Context: an optimization exercise on an open-source flow, tuned for small area, a short achievable clock period and few clock cycles per item. The choices shown serve that exercise and are no tape-out recipe.
Function was checked by simulation only, so behaviour that the tests miss may differ from the original.
Power figures rest on the tool's default switching activity, not on a simulated workload.

## P
==> flow/design.v <==
module imf_aoi22 (
  input  logic s0, d0, s1, d1,
  output logic yn
);
  assign yn = ~((s0 & d0) | (s1 & d1));
endmodule
module imf_o21ai (
  input  logic a, b, c,
  output logic y
);
  assign y = ~((a | b) & c);
endmodule
module imf_nand #(
  parameter int N = 4
) (
  input  logic [N-1:0] a,
  output logic         y
);
  assign y = ~(&a);
endmodule
module imf_nor #(
  parameter int N = 2
) (
  input  logic [N-1:0] a,
  output logic         y
);
  assign y = ~(|a);
endmodule
module imf_ao32 (
  input  logic [3:0]  pb,
  input  logic [7:0]  pc,
  input  logic [31:0] d,
  output logic        y
);
  logic [15:0] l1;    
  logic [7:0]  m;     
  logic [3:0]  l3;    
  for (genvar c = 0; c < 8; c++) begin : g_c
    imf_aoi22 u_a (.s0(pb[0]), .d0(d[4*c+0]), .s1(pb[1]), .d1(d[4*c+1]), .yn(l1[2*c]));
    imf_aoi22 u_b (.s0(pb[2]), .d0(d[4*c+2]), .s1(pb[3]), .d1(d[4*c+3]), .yn(l1[2*c+1]));
    imf_nand #(.N(2)) u_m (.a(l1[2*c +: 2]), .y(m[c]));
  end
  for (genvar g = 0; g < 4; g++) begin : g_o
    imf_aoi22 u (.s0(pc[2*g]), .d0(m[2*g]), .s1(pc[2*g+1]), .d1(m[2*g+1]), .yn(l3[g]));
  end
  imf_nand #(.N(4)) u_y (.a(l3), .y(y));
endmodule
module imf_hold #(
  parameter int W = 1
) (
  input  logic         en,
  input  logic [W-1:0] d,
  input  logic [W-1:0] q,
  output logic [W-1:0] y
);
  assign y = en ? d : q;
endmodule
module imf_wmux #(
  parameter int W = 16
) (
  input  logic         we,
  input  logic         hold,
  input  logic [W-1:0] d,
  input  logic [W-1:0] q,
  output logic [W-1:0] y
);
  assign y = ({W{we}} & d) | ({W{hold}} & q);
endmodule
module imf_sel2 #(
  parameter int NA = 4,
  parameter int NB = 8
) (
  input  logic [NA-1:0]    pa,
  input  logic [NB-1:0]    pb,
  output logic [NA*NB-1:0] sel
);
  always_comb begin
    for (int i = 0; i < NA * NB; i++) sel[i] = pa[i % NA] & pb[i / NA];
  end
endmodule
module instr_mem_fetch #(
  parameter int                DATA_W = 16,
  parameter int                ADDR_W = 16,
  parameter int                DEPTH  = 128,
  parameter logic [DATA_W-1:0] NOP    = '0
) (
  input  logic              clk,
  input  logic              rst_n,
  input  logic              ld_start,
  input  logic              ld_valid,
  input  logic [DATA_W-1:0] ld_data,
  input  logic              ld_last,
  output logic              ld_ovf,
  output logic              running,
  input  logic              req_valid,
  input  logic [ADDR_W-1:0] req_addr,
  output logic              req_ready,
  output logic              rsp_valid,
  output logic [DATA_W-1:0] rsp_instr,
  output logic [ADDR_W-1:0] rsp_addr,
  output logic              rsp_err,
  input  logic              rsp_ready
);
  localparam int IDX_W = 7;
  localparam int NL = 4;             
  localparam int NG = DEPTH / NL;    
  logic [DATA_W-1:0] mem [0:DEPTH-1];
  logic running_n;
  assign running_n = rst_n & ~ld_start & (running | (ld_valid & ld_last));
  always_ff @(posedge clk) running <= running_n;
  logic [NL-1:0]     wa;
  logic [NG-1:0]     wg;
  logic              wfull;
  logic              wr_q;
  logic [DATA_W-1:0] wd_q;
  logic              ld_accept;
  logic              mem_we;
  logic              last_slot;
  logic [NL-1:0]     wae;
  logic [NL-1:0]     wae_q;
  logic [DEPTH-1:0]  wsel;
  assign ld_accept = ~running & ld_valid & ~ld_start;
  assign mem_we    = rst_n & ld_accept & ~wfull;
  assign last_slot = wg[NG-1] & (wr_q ? wa[NL-2] : wa[NL-1]);
  always_ff @(posedge clk) begin
    wr_q <= mem_we;
    if (mem_we) wd_q <= ld_data;
  end
  always_ff @(posedge clk)
    wae_q <= {NL{mem_we}} & (wr_q ? {wa[NL-2:0], wa[NL-1]} : wa);
  assign wae = wae_q;
  imf_sel2 #(.NA(NL), .NB(NG)) u_wsel (.pa(wae), .pb(wg), .sel(wsel));
  for (genvar i = 0; i < DEPTH; i++) begin : g_word
    logic [DATA_W-1:0] word_d;
    logic hold;
    assign hold = ~wsel[i];
    for (genvar b = 0; b < DATA_W; b++) begin : g_bit
      imf_wmux #(.W(1)) u_wmux (.we(wsel[i]), .hold(hold), .d(wd_q[b]), .q(mem[i][b]), .y(word_d[b]));
    end
    always_ff @(posedge clk) mem[i] <= word_d;
  end
  always_ff @(posedge clk) begin
    if (!rst_n || ld_start) begin
      wa <= NL'(1);
      wg <= NG'(1);
    end else if (wr_q) begin
      wa <= {wa[NL-2:0], wa[NL-1]};
      if (wa[NL-1]) wg <= {wg[NG-2:0], wg[NG-1]};
    end
  end
  always_ff @(posedge clk) begin
    if (!rst_n || ld_start) begin
      wfull  <= 1'b0;
      ld_ovf <= 1'b0;
    end else if (ld_accept) begin
      if (wfull)          ld_ovf <= 1'b1;
      else if (last_slot) wfull  <= 1'b1;
    end
  end
  localparam int AW = 1 + ADDR_W;              
  logic                s1_v;
  logic [ADDR_W-1:0]   s1_addr;
  logic                s1_err;
  logic [NL-1:0]       s1_lo;                  
  logic [DATA_W-1:0]   s1_word [0:NL-1];       
  logic req_fire;
  logic req_in_range;
  logic [3:0]        pb;
  logic [7:0]        pc;
  logic [NL-1:0]     plo;
  logic [DATA_W-1:0] grp_word [0:NL-1];
  logic rdy_n;
  logic run2_n;
  logic out_en;
  logic s1_en;
  logic s1_v_n;
  logic rsp_valid_n;
  assign out_en       = ~rsp_valid | rsp_ready;
  assign s1_en        = ~s1_v | out_en;
  assign req_fire     = req_valid & ~((run2_n | ~rsp_ready) & rdy_n);
  assign req_in_range = (req_addr[ADDR_W-1:IDX_W] == '0);
  imf_o21ai u_req_ready (.a(run2_n), .b(~rsp_ready), .c(rdy_n), .y(req_ready));
  always_comb begin
    for (int i = 0; i < NL; i++) plo[i] = (req_addr[1:0] == 2'(i));
    for (int i = 0; i < 4; i++)  pb[i]  = (req_addr[3:2] == 2'(i));
    for (int i = 0; i < 8; i++)  pc[i]  = (req_addr[6:4] == 3'(i));
  end
  for (genvar k = 0; k < NL; k++) begin : g_lane
    for (genvar b = 0; b < DATA_W; b++) begin : g_bit
      logic [NG-1:0] col;
      for (genvar j = 0; j < NG; j++) begin : g_w
        assign col[j] = mem[NL*j+k][b];
      end
      imf_ao32 u_ao (.pb(pb), .pc(pc), .d(col), .y(grp_word[k][b]));
    end
  end
  assign s1_v_n      = rst_n & ~ld_start & (s1_en ? req_fire : s1_v);
  assign rsp_valid_n = rst_n & ~ld_start & (out_en ? s1_v : rsp_valid);
  always_ff @(posedge clk) begin
    s1_v      <= s1_v_n;
    rsp_valid <= rsp_valid_n;
    run2_n    <= ~(running_n & running);
    rdy_n     <= ~(running_n & running & ~(s1_v_n & rsp_valid_n));
  end
  always_ff @(posedge clk) begin
    if (req_fire) begin
      s1_addr <= req_addr;
      s1_err  <= ~req_in_range;
      s1_lo   <= plo;
      for (int k = 0; k < NL; k++) s1_word[k] <= grp_word[k];
    end
  end
  logic          sel_q;       
  logic [NL-1:0] sel_lane;    
  assign sel_q    = ~out_en;
  assign sel_lane = s1_lo & {NL{out_en & ~s1_err}};
  logic [DATA_W-1:0] out_instr_d;
  logic [AW-1:0]     out_ae_d;
  for (genvar b = 0; b < DATA_W; b++) begin : g_out
    logic [2:0] t;
    imf_aoi22 u_t0 (.s0(sel_lane[0]), .d0(s1_word[0][b]), .s1(sel_lane[1]), .d1(s1_word[1][b]), .yn(t[0]));
    imf_aoi22 u_t1 (.s0(sel_lane[2]), .d0(s1_word[2][b]), .s1(sel_lane[3]), .d1(s1_word[3][b]), .yn(t[1]));
    imf_nand #(.N(2)) u_t2 (.a({sel_q, rsp_instr[b]}), .y(t[2]));
    imf_nand #(.N(3)) u_t (.a(t), .y(out_instr_d[b]));
  end
  imf_hold #(.W(AW)) u_hold_ae (.en(out_en), .d({s1_err, s1_addr}), .q({rsp_err, rsp_addr}), .y(out_ae_d));
  always_ff @(posedge clk) begin
    rsp_instr           <= out_instr_d;
    {rsp_err, rsp_addr} <= out_ae_d;
  end
endmodule
clock: 3.3 ns
lec_check: 0
cap_margin: 20
core_margin: 2
core_utilization: 65
setup_slack_margin: 1.5
slew_margin: 20
synth_hierarchical: 1
synth_minimum_keep_size: 0
standard.sh (not shown) runs the stock make flow with config.mk's settings and CLKGATE_MAP_FILE= SYNTH_SCRIPT=/design/flow/synth_recipe.tcl, a recipe that flattens the netlist after the stock synthesis.
==> flow/flow/run.sh <==
#!/bin/bash
# Layout: the standard ORFS flow (standard.sh) with these make settings:
#  - ABC maps for a light load (ABC_LOAD_IN_FF=1), so the many small read
#    and write gates come out at drive strength 1; the resizer sizes up the
#    ones on critical paths,
#  - port buffers use buf_4 (the default pick is a delay cell),
#  - the resizer may swap cells across footprints (so it can size those),
#  - CTS without dummy loads and with larger sink clusters than the default (fewer buffers).
# All output goes to flow_make.log in this folder; ORFS keeps its per-step
# logs under orfs/logs.
set -euo pipefail
bash standard.sh \
  "ABC_LOAD_IN_FF=1" \
  "MATCH_CELL_FOOTPRINT=0" \
  "BUFFER_PORTS_ARGS=-buffer_cell sky130_fd_sc_hd__buf_4" \
  "CTS_ARGS=-sink_clustering_enable -repair_clock_nets -dont_use_dummy_load -sink_clustering_size 24 -sink_clustering_max_diameter 80" \
  finish > flow_make.log 2>&1
Testbench counts of P, summed over its fixed seeds: cycles 29,206, items 24,000.
Changes in Q relative to P:
# P
export LEC_CHECK = 0
export CAP_MARGIN = 20
export CORE_MARGIN = 2
export CORE_UTILIZATION = 65
export SETUP_SLACK_MARGIN = 1.5
export SLEW_MARGIN = 20
export SYNTH_HIERARCHICAL = 1
export SYNTH_MINIMUM_KEEP_SIZE = 0
create_clock -name core_clock -period 3.3 [get_ports {clk}]
# Q
export LEC_CHECK = 0
export CAP_MARGIN = 20
export CORE_MARGIN = 2
export CORE_UTILIZATION = 65
export SETUP_SLACK_MARGIN = 1.6
export SLEW_MARGIN = 20
export SYNTH_HIERARCHICAL = 1
export SYNTH_MINIMUM_KEEP_SIZE = 0
export TNS_END_PERCENT = 20
create_clock -name core_clock -period 3.3 [get_ports {clk}]
==> run summary <==
- Q vs. P: design area went up by 480 µm².
- The number of fill cells was comparable across Q and P.
- rsp_instr[13] as the termination of the worst setup path was reported by P, and s1_word[0][9]$_DFFE_PP_ by Q.
- Diff P -> Q: proportion of cell area spent on the clock network level, global-route track usage on met3 moved down.
- Changes observed in Q relative to P: final critical-path share of the clock period went up by 0.93 points; relative slew slack went up by 3.5 points; wire length on met1 went up by 1500 µm; power after layout was more or less identical.
- Lower count of placed standard cells in the final layout, fillers left out among Q and P: P
- A source of the critical timing path of req_addr[2] is what Q shows, while rsp_instr[13]$_DFF_P_ belongs to P.
- Compared with P, Q shows a utilization of the core after routing that is 0.40 points higher.
> inputs changed (Q -> R)
# Q
export LEC_CHECK = 0
export CAP_MARGIN = 20
export CORE_MARGIN = 2
export CORE_UTILIZATION = 65
export SETUP_SLACK_MARGIN = 1.6
export SLEW_MARGIN = 20
export SYNTH_HIERARCHICAL = 1
export SYNTH_MINIMUM_KEEP_SIZE = 0
export TNS_END_PERCENT = 20
create_clock -name core_clock -period 3.3 [get_ports {clk}]
# R
export LEC_CHECK = 0
export CAP_MARGIN = 20
export CORE_MARGIN = 2
export CORE_UTILIZATION = 60
export SETUP_SLACK_MARGIN = 1.3
export SLEW_MARGIN = 20
export SYNTH_HIERARCHICAL = 1
export SYNTH_MINIMUM_KEEP_SIZE = 0
create_clock -name core_clock -period 3.3 [get_ports {clk}]
Taking Q as the reference, in R met2 wire length fell by about 1.9%; clock buffer count from CTS rose by about 2%; area enclosed by the die boundary rose by about 8%.
Setup changes, R to S
# R
export LEC_CHECK = 0
export CAP_MARGIN = 20
export CORE_MARGIN = 2
export CORE_UTILIZATION = 60
export SETUP_SLACK_MARGIN = 1.3
export SLEW_MARGIN = 20
export SYNTH_HIERARCHICAL = 1
export SYNTH_MINIMUM_KEEP_SIZE = 0
create_clock -name core_clock -period 3.3 [get_ports {clk}]
# S
export LEC_CHECK = 0
export CAP_MARGIN = 20
export CORE_MARGIN = 2
export CORE_UTILIZATION = 65
export SETUP_SLACK_MARGIN = 1.4
export SLEW_MARGIN = 20
export SYNTH_HIERARCHICAL = 1
export SYNTH_MINIMUM_KEEP_SIZE = 0
create_clock -name core_clock -period 3.3 [get_ports {clk}]
==> comparison <==
Any difference in sequential share of layout area between S and R is small enough to ignore. Relative contribution of combinational cells to total power of R is on par with S. Comparing S with R, the static leakage came out essentially unchanged. Comparing the two runs side by side, S comes out ahead of R on minimum setup slack in the final design. As far as clock slew seen by the registers of the worst setup and hold paths is concerned, S and R perform about the same. Global-route usage over all layers (S over R): increase, 4.3 points. Re die area: R was higher than S. Sort S and R by final clock skew, descending, and S comes first.

re-timing with driven ports:
The results above use ideal ports. As a check the final layouts listed here were re-extracted and re-timed, cells and wires unchanged. Step 1 sets driving cells, clkbuf_16 on the clock port and buf_2 on the other inputs (assumed; they add their load-dependent delay and slew). Step 2 times the ports against the registers' clock, not the clock port: input delays grow and output delays shrink by t, the midpoint of the rising clock arrivals with the driver on. Slacks: no drivers / after step 1 / after step 2; pairs: no drivers / after step 1.
run	t (ns)	setup slack, ns	worst register clock-pin slew, ns	worst data-port slew with drivers (ns)
P	0.814	1.335 / 1.255 / 0.579	0.10 / 0.10	0.08
Q	0.806	1.304 / 1.266 / 0.535	0.10 / 0.10	0.21
R	0.828	1.089 / 1.006 / 0.344	0.10 / 0.10	0.22
S	0.812	1.321 / 1.244 / 0.571	0.10 / 0.10	0.05
After both steps every run listed still meets setup and hold. The setup slack of Q, which loses most, moves by -0.038 ns with the drivers and by -0.769 ns with both steps.
